Source: an optimization exercise on an open RTL-to-GDS flow (aim: small area and a short achievable clock period). Production flows keep margins and buffers that such runs may drop.
In this exercise RTL edits were held to simulation tests only and were not proved equivalent to the original.

==> inputs of build 67 <==
Design fir_filter_top, start of the top module:
module fir_filter_top #(
    parameter int DATA_WIDTH = 16                    
) (
    input  logic                               clk,
    input  logic                               rst_n,
    input  logic [DATA_WIDTH-1:0]              data_in,
    input  logic                               data_valid,
    output logic signed [DATA_WIDTH-1:0]       data_out,
    output logic                               data_out_valid,
    input  logic                               coeff_wr,
    input  logic                               coeff_preset,
    input  fir_pkg::fir_shape_e                coeff_preset_sel,
    input  logic [fir_pkg::FIR_ADDR_WIDTH-1:0] coeff_addr,
    input  fir_pkg::fir_coeff_t                coeff_wdata,
    output fir_pkg::fir_coeff_t                coeff_rdata
);
clock: 7.5 ns
lec_check: 0
abc_area: 1
cap_margin: 20
core_margin: 2
core_utilization: 40
setup_slack_margin: 3.2
slew_margin: 20
standard.sh (not shown) runs the stock make flow with config.mk's settings and CLKGATE_MAP_FILE= SYNTH_SCRIPT=/design/flow/synth_recipe.tcl, a recipe that flattens the netlist after the stock synthesis.
==> flow/flow/run.sh <==
#!/bin/bash
# Standard layout, with one netlist pass between synthesis and floorplan:
# flow/fixinv.py flips full adders (FA(~a,~b,~c) = ~FA(a,b,c)) and XOR/XNOR types so that
# fewer inverters sit between the carry-save adder cells. Registers and ports are untouched.
set -euo pipefail
R=orfs/results/${FLOW_PLATFORM}/fir_filter_top/base
bash standard.sh synth > synth.log 2>&1
cp $R/1_2_yosys.v $R/1_2_yosys.std.v
python3 flow/fixinv.py $R/1_2_yosys.std.v $R/1_2_yosys.fix.v > fixinv.log 2>&1
cp $R/1_2_yosys.fix.v $R/1_2_yosys.v
rm -f $R/1_synth.odb $R/1_synth.sdc
bash standard.sh do-1_synth > synth_odb.log 2>&1
bash standard.sh finish > finish.log 2>&1
test -f out/final.def
Other scripts of this flow, unchanged in this note and not shown: flow/flow/fixinv.py
==> inputs of build 36, as changes to build 67 <==
--- a/flow/design.v
+++ b/flow/design.v
@@ -6255,35 +6255,48 @@
         else        prod_valid <= window_valid;
     end
     logic [34:0] row_a, row_b;
     assign row_a = {1'b1, r2142, s2371, s2341, s2369, k2396, s2395, k2394, s2393, k2392, k2390, k2388, k2386, k2384, k2382, k2380, k2378, k2376, s2375, k2374, s2373, k2346, s2345, s2307, s2343, k2304, s2303, k2240, s2239, k2144, s2143, r1969, r1968, r1967, r1965};
     assign row_b = {1'b0, k2372, 1'b0, k2370, 1'b0, s2339, 1'b0, s2367, 1'b0, s2365, s2391, s2389, s2387, s2385, s2383, s2381, s2379, s2377, 1'b0, s2349, 1'b0, s2347, 1'b0, k2344, 1'b0, s2305, 1'b0, s2241, 1'b0, s2145, 1'b0, r1970, 1'b0, 1'b0, r1966};
     logic [16:0] lo_sum;
     assign lo_sum = {1'b0, row_a[15:0]} + {1'b0, row_b[15:0]};
-    logic [18:0] hi_a_q, hi_b_q;
+    logic [18:0] hi_p_q, hi_g_q;
     logic        lo_c_q;
     always_ff @(posedge clk or negedge rst_n) begin
         if (!rst_n) begin
-            hi_a_q         <= '0;
-            hi_b_q         <= '0;
+            hi_p_q         <= '0;
+            hi_g_q         <= '0;
             lo_c_q         <= 1'b0;
             data_out_valid <= 1'b0;
         end else begin
             data_out_valid <= prod_valid;
             if (prod_valid) begin
-                hi_a_q <= row_a[34:16];
-                hi_b_q <= row_b[34:16];
+                hi_p_q <= row_a[34:16] ^ row_b[34:16];
+                hi_g_q <= row_a[34:16] & row_b[34:16];
                 lo_c_q <= lo_sum[16];
             end
         end
     end
-    logic [19:0] sum_hi2;
+    logic [19:0] pg_g [0:5];
+    logic [19:0] pg_p [0:5];
+    assign pg_g[0] = {hi_g_q, lo_c_q};
+    assign pg_p[0] = {hi_p_q, 1'b0};
+    for (genvar l = 0; l < 5; l++) begin : g_ks
+        for (genvar i = 0; i < 20; i++) begin : g_bit
+            if (i >= (1 << l)) begin : g_merge
+                assign pg_g[l+1][i] = pg_g[l][i] | (pg_p[l][i] & pg_g[l][i - (1 << l)]);
+                assign pg_p[l+1][i] = pg_p[l][i] & pg_p[l][i - (1 << l)];
+            end else begin : g_pass
+                assign pg_g[l+1][i] = pg_g[l][i];
+                assign pg_p[l+1][i] = pg_p[l][i];
+            end
+        end
+    end
     logic [18:0] sum_hi;
-    assign sum_hi2 = {hi_a_q, lo_c_q} + {hi_b_q, lo_c_q};
-    assign sum_hi  = sum_hi2[19:1];
+    assign sum_hi = hi_p_q ^ pg_g[5][18:0];
     always_comb begin
         if (sum_hi[18:15] == 4'b0000 || sum_hi[18:15] == 4'b1111)
             data_out = sum_hi[15:0];
         else if (sum_hi[18])
             data_out = 16'h8000;
         else
             data_out = 16'h7FFF;
CTS_CLUSTER_DIAMETER = 100   (was unset)
CTS_CLUSTER_SIZE = 16   (was unset)
==> inputs of build 88, as changes to build 67 <==
--- a/flow/design.v
+++ b/flow/design.v
@@ -6255,35 +6255,48 @@
         else        prod_valid <= window_valid;
     end
     logic [34:0] row_a, row_b;
     assign row_a = {1'b1, r2142, s2371, s2341, s2369, k2396, s2395, k2394, s2393, k2392, k2390, k2388, k2386, k2384, k2382, k2380, k2378, k2376, s2375, k2374, s2373, k2346, s2345, s2307, s2343, k2304, s2303, k2240, s2239, k2144, s2143, r1969, r1968, r1967, r1965};
     assign row_b = {1'b0, k2372, 1'b0, k2370, 1'b0, s2339, 1'b0, s2367, 1'b0, s2365, s2391, s2389, s2387, s2385, s2383, s2381, s2379, s2377, 1'b0, s2349, 1'b0, s2347, 1'b0, k2344, 1'b0, s2305, 1'b0, s2241, 1'b0, s2145, 1'b0, r1970, 1'b0, 1'b0, r1966};
     logic [16:0] lo_sum;
     assign lo_sum = {1'b0, row_a[15:0]} + {1'b0, row_b[15:0]};
-    logic [18:0] hi_a_q, hi_b_q;
+    logic [18:0] hi_p_q, hi_g_q;
     logic        lo_c_q;
     always_ff @(posedge clk or negedge rst_n) begin
         if (!rst_n) begin
-            hi_a_q         <= '0;
-            hi_b_q         <= '0;
+            hi_p_q         <= '0;
+            hi_g_q         <= '0;
             lo_c_q         <= 1'b0;
             data_out_valid <= 1'b0;
         end else begin
             data_out_valid <= prod_valid;
             if (prod_valid) begin
-                hi_a_q <= row_a[34:16];
-                hi_b_q <= row_b[34:16];
+                hi_p_q <= row_a[34:16] ^ row_b[34:16];
+                hi_g_q <= row_a[34:16] & row_b[34:16];
                 lo_c_q <= lo_sum[16];
             end
         end
     end
-    logic [19:0] sum_hi2;
+    logic [19:0] pg_g [0:5];
+    logic [19:0] pg_p [0:5];
+    assign pg_g[0] = {hi_g_q, lo_c_q};
+    assign pg_p[0] = {hi_p_q, 1'b0};
+    for (genvar l = 0; l < 5; l++) begin : g_ks
+        for (genvar i = 0; i < 20; i++) begin : g_bit
+            if (i >= (1 << l)) begin : g_merge
+                assign pg_g[l+1][i] = pg_g[l][i] | (pg_p[l][i] & pg_g[l][i - (1 << l)]);
+                assign pg_p[l+1][i] = pg_p[l][i] & pg_p[l][i - (1 << l)];
+            end else begin : g_pass
+                assign pg_g[l+1][i] = pg_g[l][i];
+                assign pg_p[l+1][i] = pg_p[l][i];
+            end
+        end
+    end
     logic [18:0] sum_hi;
-    assign sum_hi2 = {hi_a_q, lo_c_q} + {hi_b_q, lo_c_q};
-    assign sum_hi  = sum_hi2[19:1];
+    assign sum_hi = hi_p_q ^ pg_g[5][18:0];
     always_comb begin
         if (sum_hi[18:15] == 4'b0000 || sum_hi[18:15] == 4'b1111)
             data_out = sum_hi[15:0];
         else if (sum_hi[18])
             data_out = 16'h8000;
         else
             data_out = 16'h7FFF;
==> run notes <==
critical path's top delay family=adder cells; Initial DRC Count=7,460; Clock-cell share=3.59%; slowest stage delay, CP=0.94 ns; Achievable Freq=230 MHz; placed inst area=0.0628 sq mm; fraction of area in multi-input gates=67.2%; first-pass GRT wire length=390,000 microns; Yosys Warn Count=5; share of layout cells above drive strength 1=10.4%; Final Instance Count excl. Fillers=7,790; GR Util met1=45.2%; Critical Path, Cell by Cell=o22ai_1 -> xnor2_1 -> fa_1 -> fa_1 -> fa_1 -> fa_1 -> fa_1 -> inv_1; r2r worst-path depth=8; run status=finished clean; Worst-path clk slew=0.06 ns; crit path capture=u_mac_tree.r2105; R2R Setup Slk=3.15 ns
(the above is from build 88)
==> run notes <==
Critical Path, Cell by Cell=ha_4 -> nand2_4 -> inv_1 -> a21oi_2 -> nand3_2 -> nand2_1 -> nand3b_1 -> nand2_2 -> nand2_4 -> nand2_8 -> nand2_8 -> nand2_8 -> buf_6 -> nand2_2 -> buf_6; Final Instance Count excl. Fillers=7,797; run status=finished clean; Initial DRC Count=7,823; first-pass GRT wire length=393,000 microns; critical path's top delay family=simple AND/OR/NAND/NOR gates; R2R Setup Slk=3.14 ns; Worst-path clk slew=0.06 ns; Yosys Warn Count=3; Mapped Area=0.0589 sq mm; GR Util met1=44.1%; placed inst area=0.0627 sq mm; Clock-cell share=3.55%; crit path capture=data_out[8]; Achievable Freq=229 MHz
(the above is from build 67)
==> run notes <==
critical path's top delay family=buffers and inverters; Yosys Warn Count=5; slowest stage delay, CP=0.88 ns; Worst-path clk slew=0.08 ns; r2r worst-path depth=7; placed inst area=0.0628 sq mm; Initial DRC Count=7,497; Final Instance Count excl. Fillers=7,741; Achievable Freq=230 MHz; Critical Path, Cell by Cell=buf_16 -> clkinvlp_4 -> buf_4 -> buf_8 -> ha_1 -> ha_1 -> inv_1 -> nor2_4 -> inv_1 -> nor2_2 -> a221o_1; Clock-cell share=2.15%; run status=finished clean
(the above is from build 36)

==> port drivers added, routing unchanged <==
In the flow no input, the clock included, has a driving cell. The finished layouts below were timed again as built, in two steps. Step 1, drivers: a clkbuf_16 drives clk and a buf_2 each remaining input, both assumed. Step 2 adds t to the input delays and takes it off the output delays; t is the mean of the earliest and latest rising clock arrival at the registers after step 1. Input paths then give back, and output paths get back, about the clock's delay inside the block. a / b / c = ideal ports / drivers / drivers and shift; a / b = the first two.
run | t (ns) | setup WS [ns] | clock arrival spread, ns | cell pins on the clock port's net
build 67 | 0.781 | 3.125 / 3.045 / 2.647 | 0.060 / 0.060 | 1
build 36 | 0.756 | 3.158 / 3.102 / 2.357 | 0.038 / 0.037 | 1
build 88 | 0.804 | 3.154 / 3.115 / 2.459 | 0.079 / 0.080 | 1
After both steps setup and hold are still met in every run listed. The setup slack of build 36, which loses most, moves by -0.056 ns with the drivers and by -0.801 ns with both steps.
